Source: an optimization exercise on an open RTL-to-GDS flow (aim: small area, a short achievable clock period and few clock cycles per item). Production flows keep margins and buffers that such runs may drop. Function was checked by simulation only, so behaviour that the tests miss may differ from the original. Power figures rest on the tool's default switching activity, not on a simulated workload.

[design/flow/run.sh]
#!/bin/bash
# synth_recipe.tcl (not shown) runs the flow's synth.tcl, then flattens the netlist and writes it again
# the make line also repeats each setting of config.mk as NAME=value (left out here)
make -C /OpenROAD-flow-scripts/flow DESIGN_CONFIG=/design/flow/config.mk WORK_HOME=/design/flow/orfs CLKGATE_MAP_FILE= SYNTH_SCRIPT=/design/flow/synth_recipe.tcl finish
[design/flow/config.mk]
export PLATFORM = sky130hd
export DESIGN_NAME = eased_frame_time_lookup_unit
export DESIGN_NICKNAME = eased_frame_time_lookup_unit
export VERILOG_FILES = /design/flow/design.v
export SDC_FILE = /design/flow/constraint.sdc
export NUM_CORES = 4
export LEC_CHECK = 0
export CAP_MARGIN = 20
export CORE_MARGIN = 2
export CORE_UTILIZATION = 40
export SLEW_MARGIN = 20
[design/flow/constraint.sdc]
create_clock -name core_clock -period 10.0 [get_ports {clk}]
set_input_delay 2.0000 -clock core_clock [delete_from_list [all_inputs] [get_ports {clk}]]
set_output_delay 2.0000 -clock core_clock [all_outputs]
set_load 0.01 [all_outputs]
[design/flow/design.v]
package eftl_pkg;
	localparam int MAX_FRAMES_DEF = 64;
	localparam int MODE_W   = 3;
	localparam int SLOT_W   = 6;
	localparam int DUR_W    = 16;
	localparam int TIME_W   = 19;
	localparam int IDX_W    = 6;
	localparam int TOTAL_W  = 22;
	localparam int STATUS_W = 2;
	localparam int CURVE_W  = 3;
	localparam int IN_W  = 48;
	localparam int OUT_W = 48;
	localparam logic [MODE_W-1:0] MODE_APPEND = 3'd0;
	localparam logic [MODE_W-1:0] MODE_SET    = 3'd1;
	localparam logic [MODE_W-1:0] MODE_CLEAR  = 3'd2;
	localparam logic [MODE_W-1:0] MODE_SETALL = 3'd3;
	localparam logic [MODE_W-1:0] MODE_QUERY  = 3'd4;
	localparam logic [MODE_W-1:0] MODE_READ   = 3'd5;
	localparam logic [CURVE_W-1:0] CURVE_EASE_IN  = 3'd1;
	localparam logic [CURVE_W-1:0] CURVE_EASE_OUT = 3'd2;
	localparam logic [CURVE_W-1:0] CURVE_SMOOTH   = 3'd3;
	localparam logic [STATUS_W-1:0] ST_OK    = 2'd0;
	localparam logic [STATUS_W-1:0] ST_RANGE = 2'd1;
	localparam logic [STATUS_W-1:0] ST_FULL  = 2'd2;
	localparam logic [STATUS_W-1:0] ST_EMPTY = 2'd3;
	localparam logic [DUR_W-1:0]   MIN_SET_MS = 16'd10;
	localparam logic [16:0]        Q16_ONE    = 17'h10000;
	localparam logic [17:0]        Q16_THREE  = 18'd196608;
	localparam logic [TOTAL_W-1:0] SUM_MAX    = 22'h3FFFFF;
endpackage
module eftl_mul #(
	parameter int A_W = 18,
	parameter int B_W = 23
) (
	input  logic                 clk,
	input  logic                 en,
	input  logic [A_W-1:0]       a,
	input  logic [B_W-1:0]       b,
	output logic [A_W+B_W-1:0]   p
);
	always_ff @(posedge clk) begin
		if (en) begin
			p <= (A_W+B_W)'(a) * (A_W+B_W)'(b);
		end
	end
endmodule
module eftl_ram #(
	parameter int DEPTH = 64,
	parameter int ADDR_W = 6,
	parameter int DATA_W = 16
) (
	input  logic              clk,
	input  logic              we,
	input  logic [ADDR_W-1:0] waddr,
	input  logic [DATA_W-1:0] wdata,
	input  logic              re,
	input  logic [ADDR_W-1:0] raddr,
	output logic [DATA_W-1:0] rdata
);
	logic [DATA_W-1:0] mem [DEPTH];
	always_ff @(posedge clk) begin
		if (we) begin
			mem[waddr] <= wdata;
		end
	end
	always_ff @(posedge clk) begin
		if (re) begin
			rdata <= mem[raddr];
		end
	end
endmodule
module eased_frame_time_lookup_unit #(
	parameter int MAX_FRAMES = eftl_pkg::MAX_FRAMES_DEF
) (
	input  logic                          clk,
	input  logic                          arst_n,
	input  logic                          cfg_we,
	input  logic [eftl_pkg::CURVE_W-1:0]  cfg_wdata,    
	input  logic                          s_tvalid,
	output logic                          s_tready,
	input  logic [eftl_pkg::IN_W-1:0]     s_tdata,
	output logic                          m_tvalid,
	input  logic                          m_tready,
	output logic [eftl_pkg::OUT_W-1:0]    m_tdata
);
	localparam int CNT_W = $clog2(MAX_FRAMES + 1);
	localparam int AW    = $clog2(MAX_FRAMES);
	localparam int SW    = eftl_pkg::DUR_W + CNT_W;
	localparam int CW    = (CNT_W > eftl_pkg::SLOT_W) ? CNT_W : eftl_pkg::SLOT_W;
	localparam int SWX   = (SW > eftl_pkg::TOTAL_W) ? SW : eftl_pkg::TOTAL_W;
	localparam int MA    = 18;
	localparam int MB    = (SW > 18) ? SW : 18;
	localparam int PW    = MA + MB;
	localparam logic [3:0] S_IDLE   = 4'd0;
	localparam logic [3:0] S_OUT    = 4'd1;
	localparam logic [3:0] S_SETW   = 4'd2;
	localparam logic [3:0] S_RD     = 4'd3;
	localparam logic [3:0] S_SWEEP  = 4'd4;
	localparam logic [3:0] S_SUM    = 4'd5;
	localparam logic [3:0] S_SQ     = 4'd6;
	localparam logic [3:0] S_CRV    = 4'd7;
	localparam logic [3:0] S_SMOOTH = 4'd8;
	localparam logic [3:0] S_TGT    = 4'd9;
	localparam logic [3:0] S_SCAN   = 4'd10;
	logic [3:0]          state_q;
	logic [eftl_pkg::CURVE_W-1:0]  curve_q;
	logic [CNT_W-1:0]    count_q;
	logic [SW-1:0]       sum_q;
	logic [AW-1:0]       slot_q;
	logic [eftl_pkg::DUR_W-1:0]    dur_q;
	logic [16:0]         t_q;
	logic [CNT_W-1:0]    ptr_q;
	logic [CNT_W-1:0]    idx_q;
	logic [SW-1:0]       acc_q;
	logic [eftl_pkg::IDX_W-1:0]    res_idx_q;
	logic [eftl_pkg::DUR_W-1:0]    res_dur_q;
	logic [eftl_pkg::STATUS_W-1:0] res_status_q;
	logic                m_tvalid_q;
	logic [eftl_pkg::IDX_W-1:0]    out_idx_q;
	logic [eftl_pkg::DUR_W-1:0]    out_dur_q;
	logic [eftl_pkg::TOTAL_W-1:0]  out_total_q;
	logic [eftl_pkg::STATUS_W-1:0] out_status_q;
	logic [eftl_pkg::MODE_W-1:0]   in_mode;
	logic [eftl_pkg::SLOT_W-1:0]   in_slot;
	logic [eftl_pkg::DUR_W-1:0]    in_dur;
	logic [eftl_pkg::TIME_W-1:0]   in_time;
	logic                accept;
	logic                out_load;
	logic [CW-1:0]       slot_cw;
	logic [CW-1:0]       count_cw;
	logic                slot_bad;
	logic [CNT_W-1:0]    last_idx;
	logic [16:0]         t_clamp;
	logic [16:0]         p_hi;
	logic [16:0]         curve_c;
	logic [17:0]         smooth_f;
	logic [SW-1:0]       acc_n;
	logic [PW-1:0]       cmp_rhs;
	logic                hit;
	logic [CW-1:0]       idx_cw;
	logic [SWX-1:0]      sum_x;
	logic [eftl_pkg::TOTAL_W-1:0]  total_sat;
	logic                ram_we;
	logic [AW-1:0]       ram_waddr;
	logic [eftl_pkg::DUR_W-1:0]    ram_wdata;
	logic                ram_re;
	logic [AW-1:0]       ram_raddr;
	logic [eftl_pkg::DUR_W-1:0]    ram_rdata;
	logic                mul_en;
	logic [MA-1:0]       mul_a;
	logic [MB-1:0]       mul_b;
	logic [PW-1:0]       mul_p;
	eftl_ram #(
		.DEPTH  (MAX_FRAMES),
		.ADDR_W (AW),
		.DATA_W (eftl_pkg::DUR_W)
	) u_ram (
		.clk   (clk),
		.we    (ram_we),
		.waddr (ram_waddr),
		.wdata (ram_wdata),
		.re    (ram_re),
		.raddr (ram_raddr),
		.rdata (ram_rdata)
	);
	eftl_mul #(
		.A_W (MA),
		.B_W (MB)
	) u_mul (
		.clk (clk),
		.en  (mul_en),
		.a   (mul_a),
		.b   (mul_b),
		.p   (mul_p)
	);
	assign in_mode = s_tdata[2:0];
	assign in_slot = s_tdata[8:3];
	assign in_dur  = s_tdata[24:9];
	assign in_time = s_tdata[43:25];
	assign s_tready = (state_q == S_IDLE);
	assign accept   = s_tvalid && s_tready;
	assign out_load = (state_q == S_OUT) && (!m_tvalid_q || m_tready);
	assign slot_cw  = CW'(in_slot);
	assign count_cw = CW'(count_q);
	assign slot_bad = (slot_cw >= count_cw);
	assign last_idx = count_q - CNT_W'(1);
	always_comb begin
		if (in_time[eftl_pkg::TIME_W-1]) begin
			t_clamp = '0;
		end else if (in_time[17:0] > 18'(eftl_pkg::Q16_ONE)) begin
			t_clamp = eftl_pkg::Q16_ONE;
		end else begin
			t_clamp = in_time[16:0];
		end
	end
	assign p_hi     = mul_p[32:16];
	assign smooth_f = eftl_pkg::Q16_THREE - {t_q, 1'b0};
	always_comb begin
		case (curve_q)
			eftl_pkg::CURVE_EASE_IN:  curve_c = p_hi;
			eftl_pkg::CURVE_EASE_OUT: curve_c = eftl_pkg::Q16_ONE - p_hi;
			default:        curve_c = t_q;
		endcase
	end
	assign acc_n   = acc_q + SW'(ram_rdata);
	assign cmp_rhs = {{(PW - SW - 16){1'b0}}, acc_n, 16'h0000};
	assign hit     = (mul_p <= cmp_rhs);
	assign idx_cw  = CW'(idx_q);
	assign sum_x     = SWX'(sum_q);
	assign total_sat = (sum_x > SWX'(eftl_pkg::SUM_MAX)) ? eftl_pkg::SUM_MAX : sum_x[eftl_pkg::TOTAL_W-1:0];
	always_comb begin
		ram_we    = 1'b0;
		ram_waddr = slot_q;
		ram_wdata = dur_q;
		ram_re    = 1'b0;
		ram_raddr = ptr_q[AW-1:0];
		mul_en    = 1'b0;
		mul_a     = '0;
		mul_b     = '0;
		case (state_q)
			S_IDLE: begin
				if (accept) begin
					if (in_mode == eftl_pkg::MODE_APPEND && count_q < CNT_W'(MAX_FRAMES)) begin
						ram_we    = 1'b1;
						ram_waddr = count_q[AW-1:0];
						ram_wdata = in_dur;
					end
					if ((in_mode == eftl_pkg::MODE_SET || in_mode == eftl_pkg::MODE_READ) && !slot_bad) begin
						ram_re    = 1'b1;
						ram_raddr = slot_cw[AW-1:0];
					end
				end
			end
			S_SETW: begin
				ram_we = 1'b1;
			end
			S_SWEEP: begin
				ram_we    = 1'b1;
				ram_waddr = ptr_q[AW-1:0];
				if (ptr_q == '0) begin
					mul_en = 1'b1;
					mul_a  = MA'(dur_q);
					mul_b  = MB'(count_q);
				end
			end
			S_SQ: begin
				mul_en = 1'b1;
				if (curve_q == eftl_pkg::CURVE_EASE_OUT) begin
					mul_a = MA'(eftl_pkg::Q16_ONE - t_q);
					mul_b = MB'(eftl_pkg::Q16_ONE - t_q);
				end else begin
					mul_a = MA'(t_q);
					mul_b = MB'(t_q);
				end
			end
			S_CRV: begin
				mul_en = 1'b1;
				if (curve_q == eftl_pkg::CURVE_SMOOTH) begin
					mul_a = smooth_f;
					mul_b = MB'(p_hi);
				end else begin
					mul_a = MA'(curve_c);
					mul_b = MB'(sum_q);
				end
			end
			S_SMOOTH: begin
				mul_en = 1'b1;
				mul_a  = MA'(p_hi);
				mul_b  = MB'(sum_q);
			end
			S_TGT: begin
				ram_re    = 1'b1;
				ram_raddr = '0;
			end
			S_SCAN: begin
				ram_re = (ptr_q < count_q);
			end
			default: begin
			end
		endcase
	end
	always_ff @(posedge clk or negedge arst_n) begin
		if (!arst_n) begin
			state_q      <= S_IDLE;
			curve_q      <= '0;
			count_q      <= '0;
			sum_q        <= '0;
			m_tvalid_q   <= 1'b0;
			slot_q       <= '0;
			dur_q        <= '0;
			t_q          <= '0;
			ptr_q        <= '0;
			idx_q        <= '0;
			acc_q        <= '0;
			res_idx_q    <= '0;
			res_dur_q    <= '0;
			res_status_q <= eftl_pkg::ST_OK;
			out_idx_q    <= '0;
			out_dur_q    <= '0;
			out_total_q  <= '0;
			out_status_q <= eftl_pkg::ST_OK;
		end else begin
			if (cfg_we) begin
				curve_q <= cfg_wdata;
			end
			if (out_load) begin
				m_tvalid_q <= 1'b1;
			end else if (m_tvalid_q && m_tready) begin
				m_tvalid_q <= 1'b0;
			end
			case (state_q)
				S_IDLE: begin
					if (accept) begin
						res_idx_q    <= '0;
						res_dur_q    <= '0;
						res_status_q <= eftl_pkg::ST_OK;
						slot_q       <= slot_cw[AW-1:0];
						dur_q        <= in_dur;
						t_q          <= t_clamp;
						ptr_q        <= '0;
						state_q      <= S_OUT;
						case (in_mode)
							eftl_pkg::MODE_APPEND: begin
								if (count_q >= CNT_W'(MAX_FRAMES)) begin
									res_status_q <= eftl_pkg::ST_FULL;
								end else begin
									count_q <= count_q + CNT_W'(1);
									sum_q   <= sum_q + SW'(in_dur);
								end
							end
							eftl_pkg::MODE_SET: begin
								if (slot_bad) begin
									res_status_q <= eftl_pkg::ST_RANGE;
								end else begin
									state_q <= S_SETW;
								end
							end
							eftl_pkg::MODE_CLEAR: begin
								count_q <= '0;
								sum_q   <= '0;
							end
							eftl_pkg::MODE_SETALL: begin
								dur_q <= (in_dur < eftl_pkg::MIN_SET_MS) ? eftl_pkg::MIN_SET_MS : in_dur;
								if (count_q != '0) begin
									state_q <= S_SWEEP;
								end
							end
							eftl_pkg::MODE_QUERY: begin
								if (count_q == '0) begin
									res_status_q <= eftl_pkg::ST_EMPTY;
								end else if (curve_q == eftl_pkg::CURVE_EASE_IN ||
										curve_q == eftl_pkg::CURVE_EASE_OUT ||
										curve_q == eftl_pkg::CURVE_SMOOTH) begin
									state_q <= S_SQ;
								end else begin
									state_q <= S_CRV;
								end
							end
							eftl_pkg::MODE_READ: begin
								if (slot_bad) begin
									res_status_q <= eftl_pkg::ST_RANGE;
								end else begin
									state_q <= S_RD;
								end
							end
							default: begin
							end
						endcase
					end
				end
				S_SETW: begin
					sum_q   <= sum_q - SW'(ram_rdata) + SW'(dur_q);
					state_q <= S_OUT;
				end
				S_RD: begin
					res_dur_q <= ram_rdata;
					state_q   <= S_OUT;
				end
				S_SWEEP: begin
					if (ptr_q == last_idx) begin
						state_q <= S_SUM;
					end else begin
						ptr_q <= ptr_q + CNT_W'(1);
					end
				end
				S_SUM: begin
					sum_q   <= mul_p[SW-1:0];
					state_q <= S_OUT;
				end
				S_SQ: begin
					state_q <= S_CRV;
				end
				S_CRV: begin
					state_q <= (curve_q == eftl_pkg::CURVE_SMOOTH) ? S_SMOOTH : S_TGT;
				end
				S_SMOOTH: begin
					state_q <= S_TGT;
				end
				S_TGT: begin
					ptr_q   <= CNT_W'(1);
					idx_q   <= '0;
					acc_q   <= '0;
					state_q <= S_SCAN;
				end
				S_SCAN: begin
					ptr_q <= ptr_q + CNT_W'(1);
					if (hit || idx_q == last_idx) begin
						res_idx_q <= idx_cw[eftl_pkg::IDX_W-1:0];
						state_q   <= S_OUT;
					end else begin
						idx_q <= idx_q + CNT_W'(1);
						acc_q <= acc_n;
					end
				end
				S_OUT: begin
					if (out_load) begin
						out_idx_q    <= res_idx_q;
						out_dur_q    <= res_dur_q;
						out_total_q  <= total_sat;
						out_status_q <= res_status_q;
						state_q      <= S_IDLE;
					end
				end
				default: begin
					state_q <= S_IDLE;
				end
			endcase
		end
	end
	assign m_tvalid = m_tvalid_q;
	assign m_tdata  = {2'b00, out_status_q, out_total_q, out_dur_q, out_idx_q};
endmodule
==> flow_metrics.tcl <==
set metrics [dict create \
    status "timing/DRC/antenna clean" \
    worst_hold_slack_ns 0.478 \
    layout-drive-gt1-share_pct 7.74 \
    ff_latch_area_um2 37100 \
    grt_pass1_vias 47400 \
    grt_setup_unrepaired "no" \
    seq_area_frac_synth_pct 53.6 \
    p_seq_share_pct 37.0 \
    async_flop_share_pct 14.5 \
    track_usage_pct 23.8 \
    drt_pass1_iterations 9 \
    gp_congestion 0.953 \
    core_um2 172000 \
    die_area_um2 176000 \
    dieHeight_um 420 \
    power-per-cell-area_nw_per_um2 255 \
    post_drt_via_cell_ratio 5.52 \
    finalCriticalPeriod_ns 9.46 \
    fmax_mhz 106 \
    ant_nets 0 \
    overflow 0 \
    numClockSinks 1265 \
    period_share_pct 94.6 \
    cts_buffer_depth 3 \
    path_clk_slew_ns 0.07 \
    syn_avg_cell_area_um2 11.1 \
    worst_slew_pin_slew_ns 1.17 \
    setup_viol 0 \
    clkLatencyLatePin_ns 0.78 \
    cts_tree "done" \
    via_count 48400 \
    critPathKind "reg -> reg" \
    io_pins 106 \
    holdBufCountCts 0 \
    grt_pass1_wl_um 310000 \
    fin_tns_setup_ns 0 \
    crit_path_end_kind "register" \
    yosysWarnings 3 \
    hold_viol 0 \
    finalWirelength_um 210000 \
    multiInputGateArea_um2 29300 \
    slew_headroom_pct 20.9 \
    arrival_ns 9.95 \
    portBuffers 99 \
    p_leak_nw 30.6 \
    synth_top_area_cell "edfxtp_1" \
    peakVddDrop_mv 0.301 \
    syn_area_um2 69100 \
    dp_hpwl_um 144000 \
    cp_data_required_time_ns 10.49 \
    fin_skew_ns 0.0434 \
    crit_path_top_delay_cell "nand2_1" \
    slew_viol_final 0 \
    p_int_mw 12.0 \
    ys_ff_latch 1265 \
    wl_per_cell_um 23.9 \
    utilization_pct 45.6 \
    antenna_found_initial 12 \
    ctsResizeCount 0 \
    cts.htree.levels 4 \
    swShare_pct 39.8 \
    slowest_delay_ns 0.69 \
    crit_top_cell "fa_1" \
    synth_top_cells_by_area "edfxtp_1 (47%), fa_1 (10%), nand2_1 (7.4%), dfrtp_1 (6.7%), ha_1 (4.0%)" \
    cts-buffers-inserted 133 \
    first_iter_violations 4937 \
    clockPowerShare_pct 24.8 \
    maxCapViolCount 0 \
    initial_core_util_pct 40.3 \
    p_comb_share_pct 38.2 \
    crit_path_start_kind "register" \
    die_w_um 420 \
    drc 0 \
    worstHoldPathType "reg -> reg" \
    synth_most_common_cell "nand2_1" \
    switchingPower_mw 7.92 \
    nets 6974 \
    cts_setup_buffers 0 \
    crit_fanout 19 \
    ys_types 83 \
    cts_root_buffer "clkbuf_16" \
    synth_edf_count 1081 \
    syn_inst 6200 \
    synthFlopType "edfxtp_1" \
    placementRows 152 \
    grt_max_degree 138 \
    synth_common_cells "nand2_1 (1358), edfxtp_1 (1081), inv_1 (507), nor2_1 (367), fa_1 (354)" \
    synth_top_area_share_pct 47.0 \
    layout-area-overhead-vs-synth_pct 13.1 \
    fill_cells 15700 \
]
[critical path, delay by kind of cell (launching register included)]
kind | cells | cell delay (ns)
xor+xnor | 1 | 0.17
fa+ha+maj | 7 | 3.28
buf+inv | 4 | 0.37
simple gates | 6 | 2.39
flops | 1 | 0.56
compound gates | 10 | 2.39
[per-layer routing]
layer	track usage, %	vias to the layer above	wire length [µm]
li1	-	21900	-
met1	31.2	24300	85100
met2	39.3	1815	101000
met3	2.93	384	13300
met4	11.4	0	10800
met5	0	-	0
[cells in the final DEF, fill, tap and decap left out, types with 100 or more instances in the layout]
cell type	synthesis	final
a21oi_1	319	317
buf_4	5	207
clkbuf_16	0	137
dfrtp_1	184	184
edfxtp_1	1081	1081
fa_1	354	354
ha_1	220	220
inv_1	507	507
mux2i_1	197	193
nand2_1	1358	1357
nand3_1	225	225
nor2_1	367	354
o21ai_0	120	100
[cells by family (layout without fill, tap and decap cells)]
logic type,Yosys count,in the layout,synth area share (%)
adders and majority gates,574,574,14.2
and+or+nand+nor,2288,2288,14.1
other,1,5,0.00543
xor gates and xnor gates,138,138,1.75
muxes,208,208,3.08
buffers and inverters,815,1064,4.60
AOI/OAI and AO/OA,911,911,8.58
DFF,1265,1265,53.6
[registers in the layout (all words and copies together), names as in the netlist, 6 cells and up]
name and count:
u_ram.rdata 16, u_ram.mem 1024, out_dur_q 16, idx_q 7, slot_q 6, res_dur_q 16
u_mul.p 41, dur_q 16, acc_q 23, out_total_q 22, count_q 7, t_q 17
out_idx_q 6, sum_q 23, ptr_q 7, res_idx_q 6
[final cells by class]
cell class	instances	share of cell area, %
antenna	3	0.00960
tap	2310	3.70
timing repair buffer	313	3.41
inverter	510	2.45
clock inverter	71	0.968
clock buffer	170	4.57
sequential	1265	47.4
multi-input combinational	4121	37.5
[per-stage QoR]
step,power [mW],setup WS (ns),std cells,cell area [µm²]
final,19.9,0.539,8763,78200
after global routing,20.9,0.0522,8762,78200
after CTS,19.9,0.701,8760,78100
after detailed placement,15.0,0.748,8519,73800
after global placement,14.8,0.724,8518,73800
after floorplan,12.1,1.71,6201,69100
[path summary, 6_finish.rpt]
kind / to / depth (start not counted) / slack (ns) / startpoint
hold / removal: out_dur_q[9] / 2 / 0.48 / out_dur_q[9]
setup reg to reg: u_mul.p[38] / 28 / 0.54 / u_mul.p[17]
min in group asynchronous: out_total_q[17] / 1 / 1.17 / arst_n
max in group asynchronous: acc_q[18] / 3 / 6.86 / arst_n
setup / recovery: u_mul.p[38] / 28 / 0.54 / u_mul.p[17]
hold reg to reg: out_dur_q[9] / 2 / 0.48 / out_dur_q[9]
[power groups by stage]
stage	Combinational [mW]	Sequential (mW)	Clock, mW
after CTS	7.56	7.34	5.03
after global placement	7.40	7.44	0
after floorplan	4.85	7.23	0
after detailed placement	7.53	7.45	0
after global routing	8.25	7.37	5.23
final	7.60	7.36	4.95
Testbench counts, summed over its fixed seeds: cycles 97,067, items 5,826.

==> static timing again, ports no longer ideal <==
No port has a modelled driver above. Below, the same layout with a new extraction and two added sets of constraints. Step 1, drivers: a clkbuf_16 drives clk and a buf_2 each remaining input, both assumed. Step 2 times the ports against the registers' clock, not the clock port: input delays grow and output delays shrink by t, the midpoint of the rising clock arrivals with the driver on. a / b / c = ideal / step 1 / step 2; a / b = the first two.
t (ns): 0.840
slack for setup (ns): 0.539 / 0.539 / 0.539
worst slew at a driven data input, ns: 0.16
After both steps setup and hold are still met in this run. The setup slack of this run moves by 0.000 ns with the drivers and by 0.000 ns with both steps.
